Source: an optimization exercise on an open RTL-to-GDS flow (aim: small area, a short achievable clock period and few clock cycles). Production flows keep margins and buffers that such runs may drop. At most, simulation tests tie the RTL to the original design; equivalence was not proved. Power and IR drop assume default switching activity.

// four_channel_rate_limited_averager_top
module four_channel_rate_limited_averager_top (
	input  logic                          clk,
	input  logic                          arst_n,
	input  logic                          s_tvalid,
	output logic                          s_tready,
	input  logic [fcrla_pkg::IN_W-1:0]    s_tdata,
	input  logic [1:0]                    s_tuser,
	output logic                          m_tvalid,
	input  logic                          m_tready,
	output logic [fcrla_pkg::OUT_W-1:0]   m_tdata,
	input  logic                          cfg_we,
	input  logic [fcrla_pkg::IVAL_W-1:0]  cfg_data
);
For scale: roughly 210 I/O pins, roughly 0.028 sq mm of cells after synthesis.
==> flow/config.mk <==
export PLATFORM = sky130hd
export DESIGN_NAME = four_channel_rate_limited_averager_top
export DESIGN_NICKNAME = four_channel_rate_limited_averager_top
export VERILOG_FILES = /design/flow/design.v
export SDC_FILE = /design/flow/constraint.sdc
export NUM_CORES = 4
export LEC_CHECK = 0
export ABC_AREA = 1
export CAP_MARGIN = 20
export CORE_MARGIN = 2
export CORE_UTILIZATION = 40
export CTS_CLUSTER_DIAMETER = 100
export CTS_CLUSTER_SIZE = 24
export SETUP_SLACK_MARGIN = 2.5
export SLEW_MARGIN = 20
==> flow/constraint.sdc <==
create_clock -name core_clock -period 5.5 [get_ports {clk}]
set_input_delay 1.1000 -clock core_clock [delete_from_list [all_inputs] [get_ports {clk}]]
set_output_delay 1.1000 -clock core_clock [all_outputs]
set_load 0.01 [all_outputs]
standard.sh (not shown) runs the stock make flow with config.mk's settings and CLKGATE_MAP_FILE= SYNTH_SCRIPT=/design/flow/synth_recipe.tcl, a recipe that flattens the netlist after the stock synthesis.
==> flow/flow/run.sh <==
#!/bin/bash
# The standard layout (the standard.sh: standard synthesis, floorplan, placement, CTS,
# routing), except that the port buffers placement inserts are plain buffers
# (sky130_fd_sc_hd__buf_1) instead of the delay cell ORFS picks by default. Every input and
# output port still gets its own buffer; resizing may upsize it later.
set -euo pipefail
export BUFFER_PORTS_ARGS="-buffer_cell sky130_fd_sc_hd__buf_1"
bash standard.sh finish > standard.log 2>&1
The baseline completed with no timing, DRC or antenna violations.
Change:
--- a/flow/design.v
+++ b/flow/design.v
@@ -37,13 +37,12 @@
 	logic [SW-1:0]   acc_d;
 	logic [SW-1:0]   div_q;
 	logic [RW+1:0]   r4;
 	logic [RW+2:0]   s1, s2, s3;
 	logic [RW-1:0]   rem;
 	logic [1:0]      qd;
-	logic            ge1, ge2, ge3;
 	assign lo_sum  = {1'b0, acc_q[AW-1:0]} + {1'b0, sample};
 	assign hi_inc  = acc_q[SW-1:AW] + (SW-AW)'(1);
 	assign acc_sum = {lo_sum[AW] ? hi_inc : acc_q[SW-1:AW], lo_sum[AW-1:0]};
 	always_comb begin
 		unique case ({acc_zero, add})
 			2'b00: acc_d = acc_q;
@@ -56,20 +55,27 @@
 		acc_q <= acc_d;
 	end
 	assign r4 = div_q[SW-1:AW-2];
 	assign s1 = {1'b0, r4} - (RW+3)'(d1);
 	assign s2 = {1'b0, r4} - (RW+3)'({d1, 1'b0});
 	assign s3 = {1'b0, r4} - (RW+3)'(d3);
-	assign ge1 = !s1[RW+2];
-	assign ge2 = !s2[RW+2];
-	assign ge3 = !s3[RW+2];
-	assign qd  = {ge2, ge3 || (ge1 && !ge2)};
-	assign rem = ({RW{ge3}} & s3[RW-1:0])
-	           | ({RW{ge2 && !ge3}} & s2[RW-1:0])
-	           | ({RW{ge1 && !ge2}} & s1[RW-1:0])
-	           | ({RW{!ge1}} & r4[RW-1:0]);
+	always_comb begin
+		if (!s3[RW+2]) begin
+			qd  = 2'd3;
+			rem = s3[RW-1:0];
+		end else if (!s2[RW+2]) begin
+			qd  = 2'd2;
+			rem = s2[RW-1:0];
+		end else if (!s1[RW+2]) begin
+			qd  = 2'd1;
+			rem = s1[RW-1:0];
+		end else begin
+			qd  = 2'd0;
+			rem = r4[RW-1:0];
+		end
+	end
 	always_ff @(posedge clk) begin
 		if (follow) begin
 			div_q <= acc_d;
 		end else if (step) begin
 			div_q <= {rem, div_q[AW-3:0], qd};
 		end
@@ -109,12 +115,14 @@
 	logic                         pend_q;    
 	logic                         busy_q;    
 	logic                         valid_q;   
 	logic [fcrla_pkg::CNT_W-1:0]  cnt_q;
 	logic [TW-1:0]                count_q;   
 	logic [XW-1:0]                count3_q;
+	logic [TW-1:0]                count_n_q;
+	logic [XW-1:0]                count3_n_q;
 	logic                         accept;
 	logic                         start;
 	logic                         smp;
 	logic [HW-1:0]                now_lo, now_hi, last_hi1;
 	logic                         borrow;
 	logic                         lt_end;
@@ -172,24 +180,26 @@
 				.clk      (clk),
 				.acc_zero (zero),
 				.add      (add),
 				.sample   (s_tdata[33 + 16*g +: fcrla_pkg::SAMPLE_BITS]),
 				.follow   (free_d),
 				.step     (load || busy_q),
-				.d1       (count_q),
-				.d3       (count3_q),
+				.d1       (g < 2 ? count_q : ~count_n_q),
+				.d3       (g < 2 ? count3_q : ~count3_n_q),
 				.avg      (avg[g])
 			);
 		end
 	endgenerate
 	always_ff @(posedge clk) begin
 		tally_q  <= tally_d;
 		triple_q <= triple_d;
 		if (free_d) begin
-			count_q  <= tally_d;
-			count3_q <= triple_d;
+			count_q    <= tally_d;
+			count3_q   <= triple_d;
+			count_n_q  <= ~tally_d;
+			count3_n_q <= ~triple_d;
 		end
 		if (load) begin
 			cnt_q <= fcrla_pkg::CNT_W'(1);
 		end else if (busy_q) begin
 			cnt_q <= cnt_q + fcrla_pkg::CNT_W'(1);
 		end
Global-route usage shrinks by 0.52 points.
Power shrinks by 5.8%.
Final cell count is unchanged.
Register-to-register slack degrades by 80 ps.
Flip-flop and latch count grows by 27.
Sequential power grows by 5.8%.
Cell area grows by 3.3%.
Die area grows by 3.1%.
Core utilization shrinks by 0.19 points.
Hold slack degrades by 11 ps.
No functional check of the RTL was part of any run of this note.


The RTL this note starts from:
==> flow/design.v <==
package fcrla_pkg;
	localparam int MAX_SAMPLES = 4096;
	localparam int SAMPLE_BITS = 16;
	localparam int LANES    = 4;
	localparam int AVG_W    = 16;
	localparam int COUNT_W  = 13;
	localparam int TIME_W   = 32;
	localparam int IVAL_W   = 16;
	localparam int TALLY_W  = $clog2(MAX_SAMPLES + 1);          
	localparam int TRIPLE_W = TALLY_W + 1;                      
	localparam int SUM_W    = SAMPLE_BITS + $clog2(MAX_SAMPLES);  
	localparam int REM_W    = SUM_W - AVG_W;                    
	localparam int STEPS    = AVG_W / 2;                        
	localparam int CNT_W    = $clog2(STEPS);
	localparam int IN_W     = 104;
	localparam int OUT_W    = 80;
	localparam logic [IVAL_W-1:0] EMIT_INTERVAL_RESET = IVAL_W'(1000);
endpackage
module fcrla_lane (
	input  logic                              clk,
	input  logic                              acc_zero,  
	input  logic                              add,
	input  logic [fcrla_pkg::SAMPLE_BITS-1:0] sample,
	input  logic                              follow,    
	input  logic                              step,
	input  logic [fcrla_pkg::TALLY_W-1:0]     d1,        
	input  logic [fcrla_pkg::TRIPLE_W-1:0]    d3,        
	output logic [fcrla_pkg::AVG_W-1:0]       avg
);
	localparam int SW = fcrla_pkg::SUM_W;
	localparam int RW = fcrla_pkg::REM_W;
	localparam int AW = fcrla_pkg::AVG_W;
	logic [SW-1:0]   acc_q;
	logic [AW:0]     lo_sum;
	logic [SW-AW-1:0] hi_inc;
	logic [SW-1:0]   acc_sum;
	logic [SW-1:0]   acc_d;
	logic [SW-1:0]   div_q;
	logic [RW+1:0]   r4;
	logic [RW+2:0]   s1, s2, s3;
	logic [RW-1:0]   rem;
	logic [1:0]      qd;
	assign lo_sum  = {1'b0, acc_q[AW-1:0]} + {1'b0, sample};
	assign hi_inc  = acc_q[SW-1:AW] + (SW-AW)'(1);
	assign acc_sum = {lo_sum[AW] ? hi_inc : acc_q[SW-1:AW], lo_sum[AW-1:0]};
	always_comb begin
		unique case ({acc_zero, add})
			2'b00: acc_d = acc_q;
			2'b01: acc_d = acc_sum;
			2'b10: acc_d = '0;
			2'b11: acc_d = SW'(sample);
		endcase
	end
	always_ff @(posedge clk) begin
		acc_q <= acc_d;
	end
	assign r4 = div_q[SW-1:AW-2];
	assign s1 = {1'b0, r4} - (RW+3)'(d1);
	assign s2 = {1'b0, r4} - (RW+3)'({d1, 1'b0});
	assign s3 = {1'b0, r4} - (RW+3)'(d3);
	always_comb begin
		if (!s3[RW+2]) begin
			qd  = 2'd3;
			rem = s3[RW-1:0];
		end else if (!s2[RW+2]) begin
			qd  = 2'd2;
			rem = s2[RW-1:0];
		end else if (!s1[RW+2]) begin
			qd  = 2'd1;
			rem = s1[RW-1:0];
		end else begin
			qd  = 2'd0;
			rem = r4[RW-1:0];
		end
	end
	always_ff @(posedge clk) begin
		div_q[SW-1:AW] <= step ? rem : acc_d[SW-1:AW];
		if (follow) begin
			div_q[AW-1:0] <= acc_d[AW-1:0];
		end else if (step) begin
			div_q[AW-1:0] <= {div_q[AW-3:0], qd};
		end
	end
	assign avg = div_q[AW-1:0];
endmodule
module four_channel_rate_limited_averager_top (
	input  logic                          clk,
	input  logic                          arst_n,
	input  logic                          s_tvalid,
	output logic                          s_tready,
	input  logic [fcrla_pkg::IN_W-1:0]    s_tdata,
	input  logic [1:0]                    s_tuser,
	output logic                          m_tvalid,
	input  logic                          m_tready,
	output logic [fcrla_pkg::OUT_W-1:0]   m_tdata,
	input  logic                          cfg_we,
	input  logic [fcrla_pkg::IVAL_W-1:0]  cfg_data
);
	localparam int TW = fcrla_pkg::TALLY_W;
	localparam int XW = fcrla_pkg::TRIPLE_W;
	localparam int HW = fcrla_pkg::TIME_W / 2;
	logic [fcrla_pkg::IVAL_W-1:0] ival_q;
	logic                         cfgd_q;    
	logic                         stream_q;
	logic [2*HW-1:0]              last_q;
	logic [HW:0]                  end_q;     
	logic [TW-1:0]                tally_q;
	logic [XW-1:0]                triple_q;  
	logic                         ready_q;
	logic                         pend_q;    
	logic                         busy_q;    
	logic                         valid_q;   
	logic [fcrla_pkg::CNT_W-1:0]  cnt_q;
	logic [TW-1:0]                count_q;   
	logic [XW-1:0]                count3_q;
	logic                         accept;
	logic                         start;
	logic                         smp;
	logic [HW-1:0]                now_lo, now_hi, last_hi1;
	logic                         borrow;
	logic                         lt_end;
	logic                         in_window;
	logic                         hi_zero;
	logic                         emit;
	logic                         div_free;
	logic                         load;
	logic                         zero;
	logic                         add;
	logic                         done;
	logic                         busy_d, valid_d, pend_d, free_d;
	logic [TW-1:0]                tally_d, tally_inc;
	logic [XW-1:0]                triple_d, triple_inc;
	logic                         cmd_smp, smp_ok;
	logic [HW:0]                  end_sum;
	logic [fcrla_pkg::AVG_W-1:0]  avg [fcrla_pkg::LANES];
	assign now_lo   = s_tdata[1 +: HW];
	assign now_hi   = s_tdata[1 + HW +: HW];
	assign div_free = !busy_q && !valid_q;
	assign load     = pend_q && div_free;
	assign s_tready = ready_q;
	assign accept   = s_tvalid && ready_q;
	assign cmd_smp  = s_tvalid && (s_tuser == 2'd0) && s_tdata[0];
	assign smp_ok   = ready_q && stream_q;
	assign start    = s_tvalid && (s_tuser == 2'd1) && ready_q;
	assign smp      = cmd_smp && smp_ok;
	assign zero     = load || start;
	assign add      = cmd_smp && smp_ok && (load || !tally_q[TW-1]);
	assign tally_inc  = tally_q + TW'(1);
	assign triple_inc = triple_q + XW'(3);
	assign tally_d    = zero ? TW'(add) : (add ? tally_inc : tally_q);
	assign triple_d   = zero ? (add ? XW'(3) : '0) : (add ? triple_inc : triple_q);
	assign last_hi1  = last_q[2*HW-1:HW] + HW'(1);
	assign borrow    = now_lo < last_q[HW-1:0];
	assign lt_end    = now_lo < end_q[HW-1:0];
	assign in_window = end_q[HW] ? (!borrow || lt_end) : (!borrow && lt_end);
	assign hi_zero   = borrow ? (now_hi == last_hi1) : (now_hi == last_q[2*HW-1:HW]);
	assign emit      = smp && hi_zero && in_window ? 1'b0 : smp;
	assign end_sum  = (cfgd_q ? {1'b0, last_q[HW-1:0]} : {1'b0, now_lo}) + (HW+1)'(ival_q);
	assign done    = busy_q && cnt_q == fcrla_pkg::CNT_W'(fcrla_pkg::STEPS - 1);
	assign busy_d  = load || (busy_q && !done);
	assign valid_d = done || (valid_q && !m_tready);
	assign free_d  = !busy_d && !valid_d;
	assign pend_d  = emit || (pend_q && !div_free);
	genvar g;
	generate
		for (g = 0; g < fcrla_pkg::LANES; g++) begin : g_lane
			fcrla_lane u_lane (
				.clk      (clk),
				.acc_zero (zero),
				.add      (add),
				.sample   (s_tdata[33 + 16*g +: fcrla_pkg::SAMPLE_BITS]),
				.follow   (free_d),
				.step     (load || busy_q),
				.d1       (count_q),
				.d3       (count3_q),
				.avg      (avg[g])
			);
		end
	endgenerate
	always_ff @(posedge clk) begin
		tally_q  <= tally_d;
		triple_q <= triple_d;
		if (free_d) begin
			count_q  <= tally_d;
			count3_q <= triple_d;
		end
		if (load) begin
			cnt_q <= fcrla_pkg::CNT_W'(1);
		end else if (busy_q) begin
			cnt_q <= cnt_q + fcrla_pkg::CNT_W'(1);
		end
	end
	always_ff @(posedge clk or negedge arst_n) begin
		if (!arst_n) begin
			ival_q <= fcrla_pkg::EMIT_INTERVAL_RESET;
			cfgd_q <= 1'b0;
		end else begin
			cfgd_q <= cfg_we;
			if (cfg_we) begin
				ival_q <= cfg_data;
			end
		end
	end
	always_ff @(posedge clk or negedge arst_n) begin
		if (!arst_n) begin
			stream_q <= 1'b0;
		end else if (accept && s_tuser == 2'd1) begin
			stream_q <= 1'b1;
		end else if (accept && s_tuser == 2'd2) begin
			stream_q <= 1'b0;
		end
	end
	always_ff @(posedge clk or negedge arst_n) begin
		if (!arst_n) begin
			last_q <= '0;
			end_q  <= (HW+1)'(fcrla_pkg::EMIT_INTERVAL_RESET);
		end else begin
			if (emit) begin
				last_q <= {now_hi, now_lo};
			end
			if (emit || cfgd_q) begin
				end_q <= end_sum;
			end
		end
	end
	always_ff @(posedge clk or negedge arst_n) begin
		if (!arst_n) begin
			ready_q <= 1'b1;
			pend_q  <= 1'b0;
			busy_q  <= 1'b0;
			valid_q <= 1'b0;
		end else begin
			ready_q <= !cfg_we && !(pend_d && !free_d);
			pend_q  <= pend_d;
			busy_q  <= busy_d;
			valid_q <= valid_d;
		end
	end
	assign m_tvalid = valid_q;
	assign m_tdata  = {3'b000, count_q, avg[3], avg[2], avg[1], avg[0]};
endmodule
clock: 5.5 ns
lec_check: 0
abc_area: 1
cap_margin: 20
core_margin: 2
core_utilization: 40
cts_cluster_diameter: 100
cts_cluster_size: 24
setup_slack_margin: 2.5
slew_margin: 20
tns_end_percent: 5
run.sh (not shown) runs the stock make flow with config.mk's settings and CLKGATE_MAP_FILE= SYNTH_SCRIPT=/design/flow/synth_recipe.tcl, a recipe that flattens the netlist after the stock synthesis.
Stock flow here: none of the scripts above is used.
The first run completed with no timing, DRC or antenna violations.
Testbench counts at the start, summed over its fixed seeds: cycles 15,879.
Then changed:
--- a/flow/design.v
+++ b/flow/design.v
@@ -105,4 +105,10 @@
 	logic [2*HW-1:0]              last_q;
 	logic [HW:0]                  end_q;     
+	logic [2*HW-1:0]              cand_last_q;  
+	logic [HW:0]                  cand_end_q;   
+	logic                         take_last_q;  
+	logic                         take_end_q;   
+	logic [2*HW-1:0]              last_v;
+	logic [HW:0]                  end_v;
 	logic [TW-1:0]                tally_q;
 	logic [XW-1:0]                triple_q;  
@@ -131,4 +137,5 @@
 	logic [TW-1:0]                tally_d, tally_inc;
 	logic [XW-1:0]                triple_d, triple_inc;
+	logic [HW-1:0]                cand_hi1, kept_hi1;
 	logic                         cmd_smp, smp_ok;
 	logic [HW:0]                  end_sum;
@@ -150,11 +157,15 @@
 	assign tally_d    = zero ? TW'(add) : (add ? tally_inc : tally_q);
 	assign triple_d   = zero ? (add ? XW'(3) : '0) : (add ? triple_inc : triple_q);
-	assign last_hi1  = last_q[2*HW-1:HW] + HW'(1);
-	assign borrow    = now_lo < last_q[HW-1:0];
-	assign lt_end    = now_lo < end_q[HW-1:0];
-	assign in_window = end_q[HW] ? (!borrow || lt_end) : (!borrow && lt_end);
-	assign hi_zero   = borrow ? (now_hi == last_hi1) : (now_hi == last_q[2*HW-1:HW]);
+	assign last_v    = take_last_q ? cand_last_q : last_q;
+	assign end_v     = take_end_q ? cand_end_q : end_q;
+	assign last_hi1  = take_last_q ? cand_hi1 : kept_hi1;
+	assign cand_hi1  = cand_last_q[2*HW-1:HW] + HW'(1);
+	assign kept_hi1  = last_q[2*HW-1:HW] + HW'(1);
+	assign borrow    = now_lo < last_v[HW-1:0];
+	assign lt_end    = now_lo < end_v[HW-1:0];
+	assign in_window = end_v[HW] ? (!borrow || lt_end) : (!borrow && lt_end);
+	assign hi_zero   = borrow ? (now_hi == last_hi1) : (now_hi == last_v[2*HW-1:HW]);
 	assign emit      = smp && hi_zero && in_window ? 1'b0 : smp;
-	assign end_sum  = (cfgd_q ? {1'b0, last_q[HW-1:0]} : {1'b0, now_lo}) + (HW+1)'(ival_q);
+	assign end_sum  = (cfgd_q ? {1'b0, last_v[HW-1:0]} : {1'b0, now_lo}) + (HW+1)'(ival_q);
 	assign done    = busy_q && cnt_q == fcrla_pkg::CNT_W'(fcrla_pkg::STEPS - 1);
 	assign busy_d  = load || (busy_q && !done);
@@ -211,15 +222,19 @@
 		end
 	end
-	always_ff @(posedge clk or negedge arst_n) begin
-		if (!arst_n) begin
-			last_q <= '0;
-			end_q  <= (HW+1)'(fcrla_pkg::EMIT_INTERVAL_RESET);
-		end else begin
-			if (emit) begin
-				last_q <= {now_hi, now_lo};
-			end
-			if (emit || cfgd_q) begin
-				end_q <= end_sum;
-			end
+	always_ff @(posedge clk) begin
+		cand_last_q <= {now_hi, now_lo};
+		cand_end_q  <= end_sum;
+	end
+	always_ff @(posedge clk or negedge arst_n) begin
+		if (!arst_n) begin
+			last_q      <= '0;
+			end_q       <= (HW+1)'(fcrla_pkg::EMIT_INTERVAL_RESET);
+			take_last_q <= 1'b0;
+			take_end_q  <= 1'b0;
+		end else begin
+			last_q      <= last_v;
+			end_q       <= end_v;
+			take_last_q <= emit;
+			take_end_q  <= emit || cfgd_q;
 		end
 	end
Outcome:
- The changed run completed with no timing, DRC or antenna violations
- flip-flop and latch count rose by 51
- total power goes up by 4.7%
- cell area barely changes
- synthesized cell count goes down by about 0.6%
- routed wire length goes down by 3.4%
- via count went down by 2.5%
- global-route usage goes down by 1.6 points
Testbench counts after the change, summed over its fixed seeds: cycles 15,879.

-- separate check: timing with driven ports --
Ports are ideal in the flow. The routed layouts listed here were re-timed in OpenROAD. Step 1 (the two cells are an assumption about what drives the block):
set clk [get_ports {clk}]
set_driving_cell -lib_cell sky130_fd_sc_hd__clkbuf_16 $clk
set_driving_cell -lib_cell sky130_fd_sc_hd__buf_2 [delete_from_list [all_inputs] $clk]
Step 2 times the ports against the registers' clock, not the clock port: input delays grow and output delays shrink by t, the midpoint of the rising clock arrivals with the driver on. a / b / c = no drivers / after step 1 / after step 2; a / b = the first two.
run	t (ns)	slack for setup (ns)	worst setup path after step 2
the first run of note 1	0.630	2.391 / 2.430 / 1.800	input to register
the second run of note 1	0.641	2.432 / 2.432 / 1.982	input to register
the first run of note 2	0.631	2.438 / 2.410 / 1.779	input to register
the second run of note 2	0.636	2.353 / 2.353 / 1.814	input to register
After both steps every run listed still meets setup and hold. The setup slack of the first run of note 2, which loses most, moves by -0.028 ns with the drivers and by -0.659 ns with both steps.
